Source: an optimization exercise on an open RTL-to-GDS flow (aim: small area, a short achievable clock period and few clock cycles per item). Production flows keep margins and buffers that such runs may drop.
Only simulation tests tie the RTL to the original design; equivalence was not proved.

--- config.mk ---
export PLATFORM = sky130hd
export DESIGN_NAME = bpf_alu_seq
export DESIGN_NICKNAME = bpf_alu_seq
export VERILOG_FILES = /design/flow/design.v
export SDC_FILE = /design/flow/constraint.sdc
export NUM_CORES = 4
export LEC_CHECK = 0
export CAP_MARGIN = 20
export CORE_MARGIN = 2
export CORE_UTILIZATION = 30
export CTS_BUF_LIST = sky130_fd_sc_hd__clkbuf_8
export SETUP_SLACK_MARGIN = 5
export SLEW_MARGIN = 20
export TNS_END_PERCENT = 10
--- constraint.sdc ---
create_clock -name core_clock -period 10.0 [get_ports {clk}]
set_input_delay 2.0000 -clock core_clock [delete_from_list [all_inputs] [get_ports {clk}]]
set_output_delay 2.0000 -clock core_clock [all_outputs]
set_load 0.01 [all_outputs]
--- design.v ---
module bpf_alu_seq #(
    parameter int WIDTH = 32
) (
    input  logic             clk,
    input  logic             rst,
    input  logic             in_valid,
    output logic             in_ready,
    input  logic [WIDTH-1:0] i1,
    input  logic [WIDTH-1:0] i2,
    input  logic [3:0]       op,
    output logic             out_valid,
    input  logic             out_ready,
    output logic [WIDTH-1:0] o,
    output logic             dz
);
    function automatic logic [5:0] clz32(input logic [31:0] x);
        logic [5:0] n;
        n = 6'd32;
        for (int k = 0; k < 32; k++)
            if (x[k]) n = 31 - k;
        clz32 = n;
    endfunction
    function automatic logic [31:0] rev32(input logic [31:0] x);
        logic [31:0] r;
        for (int k = 0; k < 32; k++) r[k] = x[31-k];
        rev32 = r;
    endfunction
    logic d_mov, d_add, d_sub, d_mul, d_div, d_and, d_or, d_not, d_xor;
    logic d_lsh, d_rsh, d_mod, d_neg, d_rsv;
    assign d_mov = (op == 4'd0);
    assign d_add = (op == 4'd1);
    assign d_sub = (op == 4'd2);
    assign d_mul = (op == 4'd3);
    assign d_div = (op == 4'd4);
    assign d_and = (op == 4'd5);
    assign d_or  = (op == 4'd6);
    assign d_not = (op == 4'd7);
    assign d_xor = (op == 4'd8);
    assign d_lsh = (op == 4'd9);
    assign d_rsh = (op == 4'd10);
    assign d_mod = (op == 4'd11);
    assign d_neg = (op == 4'd12);
    assign d_rsv = (op[3:2] == 2'b11) && (op[1:0] != 2'b00);
    logic swp;
    assign swp = d_mul & (((i2[31:16] != 16'd0) & (i1[31:16] == 16'd0)) |
                          ((i2[31:8] != 24'd0) & (i1[31:8] == 24'd0)));
    logic        xv;         
    logic        xd;         
    logic        f_sum, f_sub, f_and, f_or, f_xor, f_shl, f_shr, f_mul, f_dm, f_mod;
    logic        xinit;      
    logic        dzf;        
    logic [31:0] ra;
    logic        qz;         
    logic [32:0] rb;
    logic [5:0]  lza, lzb;
    logic [3:0]  cnt;
    logic        ov;
    logic [31:0] ro;
    logic [31:0] rq;
    assign rq = qz ? 32'd0 : ro;
    logic        rdz;
    logic [32:0] add_s;
    assign add_s = {1'b0, ra} + {1'b0, rb[31:0]} + {32'd0, f_sub};
    logic [5:0]  dshift;
    logic        dtriv;
    logic [4:0]  dsh;
    logic [32:0] sh_out;
    assign dshift = lzb - lza;
    assign dtriv  = dshift[5] | dzf;
    assign dsh    = dshift[0] ? dshift[4:0] : dshift[4:0] + 5'd1;
    assign sh_out = {1'b0, (xinit ? rb[31:0] : ra)} << (xinit ? dsh : rb[4:0]);
    logic [31:0] mul_s;
    assign mul_s = rq + (rb[0] ? ra : 32'd0) + (rb[1] ? {ra[30:0], 1'b0} : 32'd0)
                      + (rb[2] ? {ra[29:0], 2'b0} : 32'd0) + (rb[3] ? {ra[28:0], 3'b0} : 32'd0);
    logic        ge1, ge2;
    logic [31:0] r1, r2;
    logic [32:0] t2;
    logic [31:0] quo_nx;
    assign ge1    = add_s[32] & rb[32];
    assign r1     = ge1 ? add_s[31:0] : ra;
    assign t2     = {1'b0, r1} + {1'b0, rb[32:1]} + 33'd1;
    assign ge2    = t2[32];
    assign r2     = ge2 ? t2[31:0] : r1;
    assign quo_nx = {rq[29:0], ge1, ge2};
    logic [31:0] xres;
    always_comb begin
        xres = 32'd0;
        if (f_sum) xres = xres | add_s[31:0];
        if (f_and) xres = xres | (ra & rb[31:0]);
        if (f_or)  xres = xres | (ra | rb[31:0]);
        if (f_xor) xres = xres | (ra ^ rb[31:0]);
        if (f_shl) xres = xres | sh_out[31:0];
        if (f_shr) xres = xres | rev32(sh_out[31:0]);
        if (f_mul) xres = xres | mul_s;
        if (f_dm)  xres = xres | (xinit ? (f_mod ? ra : 32'd0) : ((f_mod & xd) ? r2 : quo_nx));
    end
    logic x_done, x_move, accept, ret, o_free;
    assign x_done    = xd | (xinit & dtriv);
    assign ret       = ov & out_ready;
    assign o_free    = ~ov | out_ready;
    assign in_ready  = ~xv | (x_done & o_free);
    assign accept    = in_valid & in_ready;
    assign x_move    = xv & x_done & o_free;
    assign out_valid = ov;
    assign o         = ro;
    assign dz        = rdz;
    always_ff @(posedge clk or posedge rst) begin
        if (rst) begin
            xv <= 1'b0;
            xd <= 1'b0;
            ov <= 1'b0;
        end else begin
            xv <= accept | (xv & ~x_move);
            if (accept)
                xd <= d_mul ? ((swp ? i1[31:4] : i2[31:4]) == 28'd0) : !(d_div | d_mod);
            else if (xv && !xd && o_free) begin
                if (f_mul)      xd <= (rb[31:8] == 24'd0);
                else if (xinit) xd <= (dsh[4:1] == 4'd0);
                else            xd <= (cnt == 4'd1);
            end
            ov <= x_move | (ov & ~out_ready);
        end
    end
    always_ff @(posedge clk) begin
        if (accept) begin
            f_sum <= d_add | d_sub | d_neg;
            f_sub <= d_sub | d_neg | d_div | d_mod;
            f_and <= d_and;
            f_or  <= d_or | d_mov | d_rsv;
            f_xor <= d_xor | d_not;
            f_shl <= d_lsh;
            f_shr <= d_rsh;
            f_mul <= d_mul;
            f_dm  <= d_div | d_mod;
            f_mod <= d_mod;
            xinit <= d_div | d_mod;
            dzf   <= (i2 == 32'd0);
            ra    <= (d_neg | d_mov | d_rsv) ? 32'd0 : (d_rsh ? rev32(i1) : (swp ? i2 : i1));
            rb    <= {1'b0, d_neg ? ~i1 : (d_sub ? ~i2 : (swp ? i1 : (d_not ? 32'hFFFF_FFFF : (d_rsv ? 32'd0 : i2))))};
            qz    <= 1'b1;
            lza   <= clz32(i1);
            lzb   <= clz32(i2);
        end else if (xv && !x_done && o_free) begin
            if (f_mul) begin
                qz <= 1'b0;
                ra <= {ra[27:0], 4'd0};
                rb <= {5'd0, rb[31:4]};
            end else if (xinit) begin
                rb    <= ~sh_out;
                cnt   <= dsh[4:1];
                xinit <= 1'b0;
            end else begin
                ra  <= r2;
                qz  <= 1'b0;
                rb  <= {2'b11, rb[32:2]};
                cnt <= cnt - 4'd1;
            end
        end
        if (x_move || (xv && !x_done && o_free && !xinit)) ro <= xres;
        if (x_move) begin
            rdz <= f_dm & xinit & dzf;
        end
    end
endmodule
--- run.sh ---
#!/bin/bash
# synth_recipe.tcl (not shown) runs the flow's synth.tcl, then flattens the netlist and writes it again
# the make line also repeats each setting of config.mk as NAME=value (left out here)
make -C /OpenROAD-flow-scripts/flow DESIGN_CONFIG=/design/flow/config.mk WORK_HOME=/design/flow/orfs CLKGATE_MAP_FILE= SYNTH_SCRIPT=/design/flow/synth_recipe.tcl finish
==> results of run 1 <==
-- kinds of logic (layout without fill, tap and decap cells) --
group | after synthesis | count (layout) | synth area share (%)
xor+xnor | 81 | 81 | 3.41
other cells | 0 | 3 | 0
mux | 125 | 125 | 6.30
flops | 130 | 130 | 18.6
buf+inv | 300 | 441 | 5.66
simple gates | 847 | 847 | 19.2
fa+ha+maj | 229 | 229 | 17.1
compound gates | 921 | 921 | 29.8
-- state kept, by name (all words and copies together) (netlist names), 4 cells and up --
signal	cells
cnt	4
lza	6
lzb	6
rb	33
ra	32
ro	32
-- cells in the mapped netlist, types with 10 or more instances --
master | number | area [um2]
a211oi_1 | 53 | 398
inv_1 | 134 | 503
nor2b_1 | 85 | 532
o21bai_1 | 13 | 97.6
clkbuf_1 | 127 | 477
o31a_1 | 10 | 87.6
mux2_2 | 36 | 405
o21ai_0 | 155 | 776
nor4_1 | 21 | 131
buf_2 | 20 | 100
o21a_1 | 24 | 180
nor3_1 | 56 | 280
edfxtp_1 | 125 | 3750
a211o_1 | 20 | 175
a221oi_1 | 42 | 368
nand2b_1 | 51 | 319
o221ai_1 | 30 | 263
nor2_1 | 262 | 983
ha_1 | 137 | 1710
nand2_1 | 233 | 875
xnor2_1 | 54 | 473
a21oi_1 | 246 | 1230
xor2_1 | 27 | 236
o211ai_1 | 57 | 428
a22oi_1 | 25 | 188
o22ai_1 | 26 | 163
or2_2 | 10 | 62.6
a31oi_1 | 29 | 181
o31ai_1 | 40 | 300
buf_1 | 10 | 37.5
nand4_1 | 14 | 87.6
a221o_1 | 36 | 360
a21o_1 | 32 | 240
mux2i_1 | 86 | 861
fa_1 | 92 | 1840
o2111ai_1 | 12 | 105
and2_1 | 40 | 250
nand3_1 | 30 | 150
and3_1 | 15 | 93.8
-- worst min-delay path: cells and delay by family (launching register included) --
family	cells	cell delay, ps
AO/OA/AOI/OAI	1	80
flip-flops	1	420
buffers and inverters	1	80
-- routing by layer --
metal | GRT usage, % | vias up
li1 | - | 10058
met1 | 37.3 | 11146
met2 | 39.8 | 1788
met3 | 8.64 | 289
met4 | 14.6 | 2
met5 | 0 | -
-- through the flow --
stage | hold slack [ps]
after floorplan | 509
after global placement | 615
after detailed placement | 615
after CTS | 628
after global routing | 673
final | 625
-- worst paths after layout --
path                          to  slack, ps  cells after the start    from
max                        ra[5]       4170                     21  rb[13]
min                           ov        620                      2      xv
max reg2reg                ra[5]       4170                     21  rb[13]
min reg2reg                   ov        620                      2      xv
max in group asynchronous     xd       8220                      2     rst
min in group asynchronous     ov       1650                      2     rst
-- layout make-up --
type	count	share of cell area (%)
Multi-Input combinational cell	2203	65.9
Sequential cell	130	15.4
Tap cell	931	4.62
Timing Repair Buffer	271	10.3
Clock buffer	18	0.983
Clock inverter	14	0.655
Inverter	138	2.09
Antenna cell	3	0.0298
-- repair_timing --
| action | 4_1_cts | 5_1_grt |
|---|---|---|
| cloned | 5 | 4 |
| pin swaps | 20 | 36 |
| endpoints found under the setup margin | 89 | 89 |
| buffers inserted | 54 | 53 |
| resized for setup | 74 | 106 |
| hold buffers | 0 | 0 |
==> metrics.md, run 1 <==
| Metric | Value |
|---|---|
| Outcome | `timing/DRC/antenna clean` |
| Root buffer cell | `clkbuf_8` |
| Initial detailed-routing violation count | `3347` |
| Synth unique cells | `78` |
| Non-Filler Instances | `3708` |
| CP Buf/Inv Count | `4` |
| RSZ-0062 raised after global routing | `true` |
| Finished Cell Area | `0.0252 mm2` |
| Final WL | `103 mm` |
| Hold Fails Final Rpt | `0` |
| Area occupied by multi-input gates | `0.0166 mm2` |
| Setup CP Type | `register to register` |
| Slew margin rel. | `20.0%` |
| H-tree depth | `4` |
| DR pass1 iterations | `7` |
| Placed cell count | `3557` |
| Seq/Total Area, Yosys | `18.6%` |
| Dpl ws | `3310 ps` |
| Storage cell area | `0.00387 mm2` |
| Remaining DRCs | `0` |
| Remaining antenna violation count | `0` |
| Die width | `267 um` |
| #FFs+latches synth | `130` |
| Via count | `23283` |
| Delay-heaviest family, CP | `compound AO/OA/AOI/OAI gates` |
| CP most frequent cell | `buf_12` |
| Fillers | `7115` |
| Period utilization | `58.3%` |
| Largest net degree at the start of global routing | `89` |
| Critical Path Fanout Max | `6` |
| Clk Latency, worst-skew pair | `500 ps` |
| Clock skew | `16.6 ps` |
| Area of the core | `0.0686 mm2` |
| Top routing layer used | `met5` |
| Cells after synthesis | `2633` |
| Fraction of layout cells with a size suffix above 1 | `14.3%` |
| M1 WL | `40.6 mm` |
| CTS tree | `done` |
| CTS sink count | `130` |
| Routed length on met3 | `14.2 mm` |
| Clock Pin Slew Worst Setup and Hold Paths | `80 ps` |
| Critical Path RT | `10210 ps` |
| Vias in the first global route | `21392` |
| Layout area overhead | `21.1%` |
| Total grt overflow | `0` |
| Most frequent cells in the layout | `nor2_1, a21oi_1, nand2_1` |
| # port buffers | `106` |
| Mean area per synthesized cell | `7.91 um2` |
| Die span in y | `267 um` |
| Clock buffer depth | `2` |
| Max Cap Viol | `0` |
| Synth Net Count | `2934` |
| Setup TNS Final | `0 ps` |
| Synthesized area | `0.0208 mm2` |
| Main synth FF type | `edfxtp_1` |
| DP Area | `0.0230 mm2` |
| Yosys warning total | `1` |
| Num CTS Buffers | `17` |
| Initial antenna violation count | `6` |
| Most common cell after layout, fill and taps aside | `nor2_1` |
| Worst-margin pin slew | `1170 ps` |
| Worst setup margin | `4170 ps` |
| Slowest cell on the critical path | `or4_4` |
| Max stage delay on crit path | `610 ps` |
| GPL Wtd Cong | `1.04` |
| Fin util | `36.7%` |
| I/O pins | `107` |
| Die ar. | `0.0715 mm2` |
| EDFF count, synth | `125` |
| GRT Total Usage | `27.8%` |
| Type of origin of the critical path | `register` |
| Length of routed met2 wiring | `41.8 mm` |
| First-pass GRT wire length | `147 mm` |
| # setup viols final | `0` |
| Routed WL per cell | `27.9 um` |
| Fmax | `0.172 GHz` |
| Critical-path cell list | `inv_2 > ha_4 > nand2_2 > or4_4 > o211ai_4 > a32oi_4 > buf_6 > buf_12 > mux2i_4 > ha_2 > fa_2 > nor2b_4 > o31a_1 > o2111ai_4 > a2111o_1 > a31oi_4 > o211a_4 > buf_12 > mux2_4 > mux2i_1 > o22ai_1` |
| Min-Delay Path Class | `register to register` |
| Tmin final | `5830 ps` |
| Slew Viols, Final | `0` |
| Worst Setup End Kind | `register` |
| Critical path data arrival time | `6040 ps` |
| Layout net count | `3062` |
| Post-DR vias/cell | `6.28` |
| DP HPWL | `76.2 mm` |
| Synth async-reset ratio | `2.31%` |
| # rows | `96` |
| Initial core utilization | `30.3%` |
Testbench counts, summed over its fixed seeds: cycles 18,344, items 12,000.
==> run 2, diff against run 1 <==
--- a/config.mk
+++ b/config.mk
@@ -9,6 +9,6 @@
 export CORE_MARGIN = 2
 export CORE_UTILIZATION = 30
 export CTS_BUF_LIST = sky130_fd_sc_hd__clkbuf_8
-export SETUP_SLACK_MARGIN = 5
+export SETUP_SLACK_MARGIN = 4
 export SLEW_MARGIN = 20
 export TNS_END_PERCENT = 10
==> metrics.md, run 2 <==
| Metric | Value |
|---|---|
| Outcome | `timing/DRC/antenna clean (unchanged)` |
| Fraction of layout cells with a size suffix above 1 | `8.79% (was 14.3%)` |
| CTS tree | `done (unchanged)` |
| Setup CP Type | `register to register (unchanged)` |
| # rows | `96 (unchanged)` |
| Clock Pin Slew Worst Setup and Hold Paths | `90 ps (was 80 ps)` |
| Die ar. | `0.0715 mm2 (unchanged)` |
| Largest regs | `rb (33), ra (32), ro (32) (unchanged)` |
| Most frequent cells in the layout | `nor2_1, a21oi_1, nand2_1 (unchanged)` |
| Die span in y | `267 um (unchanged)` |
| Cell depth of the worst hold path | `2 (unchanged)` |
| CTS sink count | `130 (unchanged)` |
| Synth async-reset ratio | `2.31% (unchanged)` |
| Max stage delay on crit path | `610 ps (about the same)` |
| RSZ-0062 raised after global routing | `true (unchanged)` |
| Commonest cells in the netlist | `nor2_1, a21oi_1, nand2_1, o21ai_0, ha_1 (unchanged)` |
| Slowest cell on the critical path | `edfxtp_1 (was or4_4)` |
| CTS Hold Bufs | `0 (unchanged)` |
| Share of the synthesized area in the top cell type | `18.0% (unchanged)` |
| Yosys warning total | `1 (unchanged)` |
| Layout net count | `2995 (was 3062)` |
| Final WL | `99.2 mm (was 103 mm)` |
| I/O pins | `107 (unchanged)` |
| Layout area overhead | `14.8% (was 21.1%)` |
| H-tree depth | `4 (unchanged)` |
| Max reg flops | `33 (unchanged)` |
| Max Cap Viol | `0 (unchanged)` |
| Min-Delay Path Class | `register to register (unchanged)` |
| R2R cell count | `18 (was 21)` |
| Hold Fails Final Rpt | `0 (unchanged)` |
| Routed WL per cell | `27.3 um (was 27.9 um)` |
| Critical-path cell list | `inv_6 > ha_1 > and3_1 > a22oi_1 > a211oi_1 > or2_2 > xor2_1 > mux2_2 > ha_1 > a2111oi_2 > and3_1 > a2111o_1 > a31oi_4 > o211a_4 > buf_12 > clkbuf_16 > o21ai_0 > o221ai_1 (was inv_2 > ha_4 > nand2_2 > or4_4 > o211ai_4 > a32oi_4 > buf_6 > buf_12 > mux2i_4 > ha_2 > fa_2 > nor2b_4 > o31a_1 > o2111ai_4 > a2111o_1 > a31oi_4 > o211a_4 > buf_12 > mux2_4 > mux2i_1 > o22ai_1)` |
| Mean area per synthesized cell | `7.91 um2 (unchanged)` |
| Hold path startpoint | `rb[32] (was xv)` |
| Ant. Diodes | `0 (was 3)` |
| Via count | `22734 (was 23283)` |
| Top-count cell post-synth | `nor2_1 (unchanged)` |
| Area of the core | `0.0686 mm2 (unchanged)` |
| EDFF count, synth | `125 (unchanged)` |
| Period utilization | `59.6% (was 58.3%)` |
| Die width | `267 um (unchanged)` |
| Worst flop-to-flop path endpoint | `ro[22] (was ra[5])` |
| Delay-heaviest family, CP | `compound AO/OA/AOI/OAI gates (unchanged)` |
| Clock buffer depth | `2 (unchanged)` |
| Critical Path Fanout Max | `28 (was 6)` |
| Synth Net Count | `2934 (unchanged)` |
| Synthesized area | `0.0208 mm2 (unchanged)` |
| DP HPWL | `75.7 mm (was 76.2 mm)` |
| Non-Filler Instances | `3638 (was 3708)` |
| Type of origin of the critical path | `register (unchanged)` |
| RR Startpoint | `rb[3] (was rb[13])` |
| GPL Wtd Cong | `1.00 (was 1.04)` |
| # port buffers | `106 (unchanged)` |
| R2R setup slack | `4040 ps (was 4170 ps)` |
| Remaining DRCs | `0 (unchanged)` |
| Total grt overflow | `0 (unchanged)` |
| Cell taking the most area after synthesis | `edfxtp_1 (unchanged)` |
| Area occupied by multi-input gates | `0.0160 mm2 (was 0.0166 mm2)` |
| Vias in the first global route | `20750 (was 21392)` |
| Fillers | `7165 (was 7115)` |
| Num CTS Buffers | `17 (unchanged)` |
| Main area contributors after synthesis | `edfxtp_1, fa_1, ha_1 (unchanged)` |
| Placed cell count | `3561 (was 3557)` |
| Clk Latency, worst-skew pair | `490 ps (was 500 ps)` |
| Largest net degree at the start of global routing | `114 (was 89)` |
| Main synth FF type | `edfxtp_1 (unchanged)` |
| Synth unique cells | `78 (unchanged)` |
| Fmax | `0.168 GHz (was 0.172 GHz)` |
| Initial core utilization | `30.3% (unchanged)` |
| Critical path data arrival time | `6160 ps (was 6040 ps)` |
| Setup TNS Final | `0 ps (unchanged)` |
| Remaining antenna violation count | `0 (unchanged)` |
| First-pass GRT wire length | `142 mm (was 147 mm)` |
| Clock skew | `15.6 ps (was 16.6 ps)` |
| DR pass1 iterations | `7 (unchanged)` |
| Most common cell after layout, fill and taps aside | `nor2_1 (unchanged)` |
| Tmin final | `5960 ps (was 5830 ps)` |
| Storage cell area | `0.00387 mm2 (unchanged)` |
| Slew margin rel. | `17.5% (was 20.0%)` |
| Critical Path RT | `10200 ps (was 10210 ps)` |
| Seq/Total Area, Yosys | `18.6% (unchanged)` |
| Post-DR vias/cell | `6.25 (was 6.28)` |
| Root buffer cell | `clkbuf_8 (unchanged)` |
| CP Buf/Inv Count | `3 (was 4)` |
| #FFs+latches synth | `130 (unchanged)` |
| Worst-margin pin slew | `1200 ps (was 1170 ps)` |
| # setup viols final | `0 (unchanged)` |
| Initial detailed-routing violation count | `3305 (was 3347)` |
| Biggest register | `rb (unchanged)` |
| Worst Setup End Kind | `register (unchanged)` |
| GRT Total Usage | `26.8% (was 27.8%)` |
| Cells after synthesis | `2633 (unchanged)` |
| Worst Hold Endpoint | `rb[32] (was ov)` |
| Slew Viols, Final | `0 (unchanged)` |
| Initial antenna violation count | `5 (was 6)` |
run 2: cell counts after synthesis:
No cell type changed its count.
run 2: kinds of logic (layout without fill, tap and decap cells):
family / after synthesis / after routing / synth area share, %
compound gates: 921 / 921 / 29.8
simple gates: 847 / 847 / 19.2
buf+inv: 300 / 374 / 5.66
fa+ha+maj: 229 / 229 / 17.1
flops: 130 / 130 / 18.6
mux: 125 / 125 / 6.30
xor+xnor: 81 / 81 / 3.41
run 2: worst max-delay path by stage:
stage | startpoint | endpoint | slack [ps] | cells after the start
finish | rb[3] | ro[22] | 4040 | 18
global route | rb[0] | ro[12] | 3940 | 22
CTS | rb[0] | ro[12] | 3970 | 22
detailed placement | rb[3] | ro[23] | 2870 | 20
global placement | rb[0] | ro[24] | 3050 | 21
floorplan | rb[3] | ra[18] | 4310 | 22
run 2: area by class of cell:
type	count	share of cell area, %
multi-input cells	2203	67.0
flip-flops and latches	130	16.2
repair buffers	204	8.13
clock buffers	17	0.979
clock inverters	15	0.660
well taps	931	4.88
inverters	138	2.19
run 2: metrics by stage:
step                      hold slack [ps]  area, um2  setup WS [ps]  utilization (%)
after CTS                             462      23500           3970             34.3
after floorplan                       489      20800           4310                -
final                                 462      23900           4040             34.8
after detailed placement              450      22900           2870             33.3
after global placement                446      22900           3050             33.3
after global routing                  502      23900           3940             34.8
run 2: worst min-delay path: stages (launching register included):
cell and delay (ps):
dfxtp_1 320, nand2_1 50, a21oi_1 50
run 2: metal layers:
metal  up-vias  part of all wire (%)  global-route usage, %
met3       241                    13                   5.54
met5         -                 0.063                      0
li1       9916                     -                      -
met1     10989                    41                   37.7
met4         8                   5.7                   12.6
met2      1580                    41                   39.0
run 2: repair_timing:
action / 4_1_cts / 5_1_grt
endpoints found under the setup margin: 64 / 63
cloned: 1 / 2
setup buffers: 18 / 24
gates resized for setup: 16 / 36
pin swaps: 5 / 8
==> run 3, diff against run 2 <==
--- a/config.mk
+++ b/config.mk
@@ -9,6 +9,6 @@
 export CORE_MARGIN = 2
 export CORE_UTILIZATION = 30
 export CTS_BUF_LIST = sky130_fd_sc_hd__clkbuf_8
-export SETUP_SLACK_MARGIN = 4
+export SETUP_SLACK_MARGIN = 4.5
 export SLEW_MARGIN = 20
-export TNS_END_PERCENT = 10
+export TNS_END_PERCENT = 0
==> metrics.md, run 3 <==
| Metric | Value |
|---|---|
| Outcome | `timing/DRC/antenna clean (unchanged)` |
| Via count | `23215 (was 22734)` |
| Top-count cell post-synth | `nor2_1 (unchanged)` |
| DP Area | `0.0229 mm2 (about the same)` |
| Yosys warning total | `1 (unchanged)` |
| Share of the synthesized area in the top cell type | `18.0% (unchanged)` |
| Setup TNS Final | `0 ps (unchanged)` |
| Slowest cell on the critical path | `edfxtp_1 (unchanged)` |
| Worst Hold Endpoint | `ov (was rb[32])` |
| Hold Fails Final Rpt | `0 (unchanged)` |
| EDFF count, synth | `125 (unchanged)` |
| Biggest register | `rb (unchanged)` |
| CP Buf/Inv Count | `5 (was 3)` |
| Worst Setup End Kind | `register (unchanged)` |
| Fraction of layout cells with a size suffix above 1 | `13.4% (was 8.79%)` |
| Setup CP Type | `register to register (unchanged)` |
| Die span in y | `267 um (unchanged)` |
| Critical-path cell list | `buf_4 > ha_1 > a211o_1 > a211oi_2 > o21a_1 > o211ai_4 > a32oi_4 > buf_12 > buf_12 > mux2_4 > ha_4 > nor2b_4 > o31a_1 > o2111ai_4 > a2111o_1 > a31oi_4 > o211ai_1 > buf_4 > buf_8 > and2_4 > a211oi_2 > o211ai_1 (was inv_6 > ha_1 > and3_1 > a22oi_1 > a211oi_1 > or2_2 > xor2_1 > mux2_2 > ha_1 > a2111oi_2 > and3_1 > a2111o_1 > a31oi_4 > o211a_4 > buf_12 > clkbuf_16 > o21ai_0 > o221ai_1)` |
| Synthesized area | `0.0208 mm2 (unchanged)` |
| # setup viols final | `0 (unchanged)` |
| Max reg flops | `33 (unchanged)` |
| Main area contributors after synthesis | `edfxtp_1, fa_1, ha_1 (unchanged)` |
| Dpl ws | `2660 ps (was 2870 ps)` |
| Finished Cell Area | `0.0249 mm2 (was 0.0239 mm2)` |
| Final WL | `104 mm (was 99.2 mm)` |
| R2R cell count | `22 (was 18)` |
| Critical path data arrival time | `5850 ps (was 6160 ps)` |
| Slew Viols, Final | `0 (unchanged)` |
| Type of origin of the critical path | `register (unchanged)` |
| # port buffers | `106 (unchanged)` |
| Initial detailed-routing violation count | `3604 (was 3305)` |
| Largest net degree at the start of global routing | `88 (was 114)` |
| First-pass GRT wire length | `149 mm (was 142 mm)` |
| CTS Hold Bufs | `0 (unchanged)` |
| Mean area per synthesized cell | `7.91 um2 (unchanged)` |
| Synth unique cells | `78 (unchanged)` |
| Cells after synthesis | `2633 (unchanged)` |
| Clock buffer depth | `2 (unchanged)` |
| Remaining antenna violation count | `0 (unchanged)` |
| H-tree depth | `4 (unchanged)` |
| Min-Delay Path Class | `register to register (unchanged)` |
| R2R setup slack | `4340 ps (was 4040 ps)` |
| Layout net count | `3053 (was 2995)` |
| WP depth | `22 (was 18)` |
| Cell depth of the worst hold path | `2 (unchanged)` |
| Routed WL per cell | `28.1 um (was 27.3 um)` |
| Seq/Total Area, Yosys | `18.6% (unchanged)` |
| #FFs+latches synth | `130 (unchanged)` |
| Commonest cells in the netlist | `nor2_1, a21oi_1, nand2_1, o21ai_0, ha_1 (unchanged)` |
| GPL Wtd Cong | `1.04 (was 1.00)` |
| Synth async-reset ratio | `2.31% (unchanged)` |
| Period utilization | `56.6% (was 59.6%)` |
| Area of the core | `0.0686 mm2 (unchanged)` |
| Hold path startpoint | `ov (was rb[32])` |
| Most frequent cells in the layout | `nor2_1, a21oi_1, nand2_1 (unchanged)` |
| Num CTS Buffers | `17 (unchanged)` |
| Remaining DRCs | `0 (unchanged)` |
| I/O pins | `107 (unchanged)` |
| Tmin final | `5660 ps (was 5960 ps)` |
| Worst flop-to-flop path endpoint | `ro[15] (was ro[22])` |
| Worst-margin pin slew | `1290 ps (was 1200 ps)` |
| # rows | `96 (unchanged)` |
| Delay-heaviest family, CP | `compound AO/OA/AOI/OAI gates (unchanged)` |
| DP HPWL | `76.2 mm (was 75.7 mm)` |
| Vias in the first global route | `21759 (was 20750)` |
| Post-DR vias/cell | `6.27 (was 6.25)` |
| Die width | `267 um (unchanged)` |
| Fmax | `0.177 GHz (was 0.168 GHz)` |
| Cell taking the most area after synthesis | `edfxtp_1 (unchanged)` |
| Initial antenna violation count | `9 (was 5)` |
| RSZ-0062 raised after global routing | `true (unchanged)` |
| CTS sink count | `130 (unchanged)` |
| DR pass1 iterations | `6 (was 7)` |
| Worst setup margin | `4340 ps (was 4040 ps)` |
| Most common cell after layout, fill and taps aside | `nor2_1 (unchanged)` |
| Max Cap Viol | `0 (unchanged)` |
| Critical Path Fanout Max | `9 (was 28)` |
| Total grt overflow | `0 (unchanged)` |
| Die ar. | `0.0715 mm2 (unchanged)` |
| Synth Net Count | `2934 (unchanged)` |
| GRT Total Usage | `28.4% (was 26.8%)` |
| Clock skew | `20.3 ps (was 15.6 ps)` |
| Slew margin rel. | `13.6% (was 17.5%)` |
| Clock Pin Slew Worst Setup and Hold Paths | `80 ps (was 90 ps)` |
| Root buffer cell | `clkbuf_8 (unchanged)` |
| Layout area overhead | `19.8% (was 14.8%)` |
| Critical Path RT | `10190 ps (was 10200 ps)` |
| Clk Latency, worst-skew pair | `490 ps (about the same)` |
| Initial core utilization | `30.3% (unchanged)` |
| CTS tree | `done (unchanged)` |
| RR Startpoint | `rb[8] (was rb[3])` |
| Main synth FF type | `edfxtp_1 (unchanged)` |
| Largest regs | `rb (33), ra (32), ro (32) (unchanged)` |
| Max stage delay on crit path | `530 ps (was 610 ps)` |
[run 3: cell counts after synthesis]
Identical to the previous run, type by type.
[run 3: worst max-delay path by stage]
stage | startpoint | end | slack, ps
2_1_floorplan | rb[1] | ra[18] | 4520
3_3_place_gp | rb[3] | ro[9] | 2840
3_5_place_dp | ra[23] | ro[9] | 2660
4_1_cts | rb[0] | ro[9] | 4360
5_1_grt | rb[0] | ro[25] | 4260
6_report | rb[8] | ro[15] | 4340
[run 3: tightest hold or removal path, cell delays in order, from the launching register on]
cell	delay (ps)
dfrtp_1	350
nand2b_1	120
o21ai_0	110
[run 3: stage by stage]
| step | util (%) | std cells | hold slack (ps) |
|---|---|---|---|
| global route | 36.3 | 3696 | 684 |
| detailed placement | 33.4 | 3561 | 605 |
| floorplan | - | 2633 | 509 |
| CTS | 35.6 | 3680 | 627 |
| finish | 36.4 | 3702 | 616 |
| global placement | 33.3 | 3561 | 589 |
[run 3: cell families (layout without fill, tap and decap cells)]
| family | after synthesis | in the layout | share of synthesized area [%] |
|---|---|---|---|
| DFF | 130 | 130 | 18.6 |
| other | 0 | 6 | 0 |
| buffers and inverters | 300 | 432 | 5.66 |
| and+or+nand+nor | 847 | 847 | 19.2 |
| adders and majority gates | 229 | 229 | 17.1 |
| muxes | 125 | 125 | 6.30 |
| AOI/OAI and AO/OA | 921 | 921 | 29.8 |
| xor gates and xnor gates | 81 | 81 | 3.41 |
[run 3: cell type report]
cell class                      count  area (um2)
Timing Repair Buffer              262        2430
Tap cell                          931        1160
Antenna cell                        6        15.0
Fill cell                        7178       43700
Clock buffer                       17         234
Sequential cell                   130        3870
Inverter                          138         526
Multi-Input combinational cell   2203       16600
Clock inverter                     15         121
[run 3: what timing repair did]
| item | CTS | global route |
|---|---|---|
| setup buffers | 84 | 13 |
| pin swaps | 22 | 34 |
| gates resized for setup | 113 | 66 |
| gates cloned | 3 | 3 |
| setup endpoints to repair | 65 | 66 |
[run 3: layer usage]
layer | vias up | share of wire (%) | global-route usage (%)
met4 | 4 | 6.1 | 15.6
met5 | - | 0.023 | 0
li1 | 10045 | - | -
met2 | 1654 | 41 | 40.7
met3 | 289 | 13 | 7.30
met1 | 11223 | 40 | 38.6

afterwards: timing with drivers on the ports:
Ports are ideal in the flow. The routed layouts listed here were re-timed in OpenROAD. Step 1: set_driving_cell puts a clkbuf_16 on clk and a buf_2 on each other input, an assumption about the parent block. Step 2, shift: input delay + t, output delay - t, t = (earliest + latest rising clock arrival at the registers) / 2. This alone moves slack from input paths to output paths. Slacks: ideal / step 1 / step 2; pairs: ideal / step 1.
| run | shift t [ns] | slack for setup (ns) | worst setup path after step 2 | latest minus earliest clock arrival (ns) | worst data-port slew with drivers (ns) |
|---|---|---|---|---|---|
| run 1 | 0.544 | 4.169 / 4.169 / 4.006 | input to register | 0.017 / 0.017 | 0.04 |
| run 2 | 0.529 | 4.042 / 4.042 / 3.881 | input to register | 0.016 / 0.016 | 0.04 |
| run 3 | 0.534 | 4.338 / 4.338 / 4.102 | input to register | 0.020 / 0.020 | 0.04 |
After both steps every run listed still meets setup and hold. For run 3, which loses most, drivers alone change the setup slack by 0.000 ns; drivers and shift together by -0.236 ns.
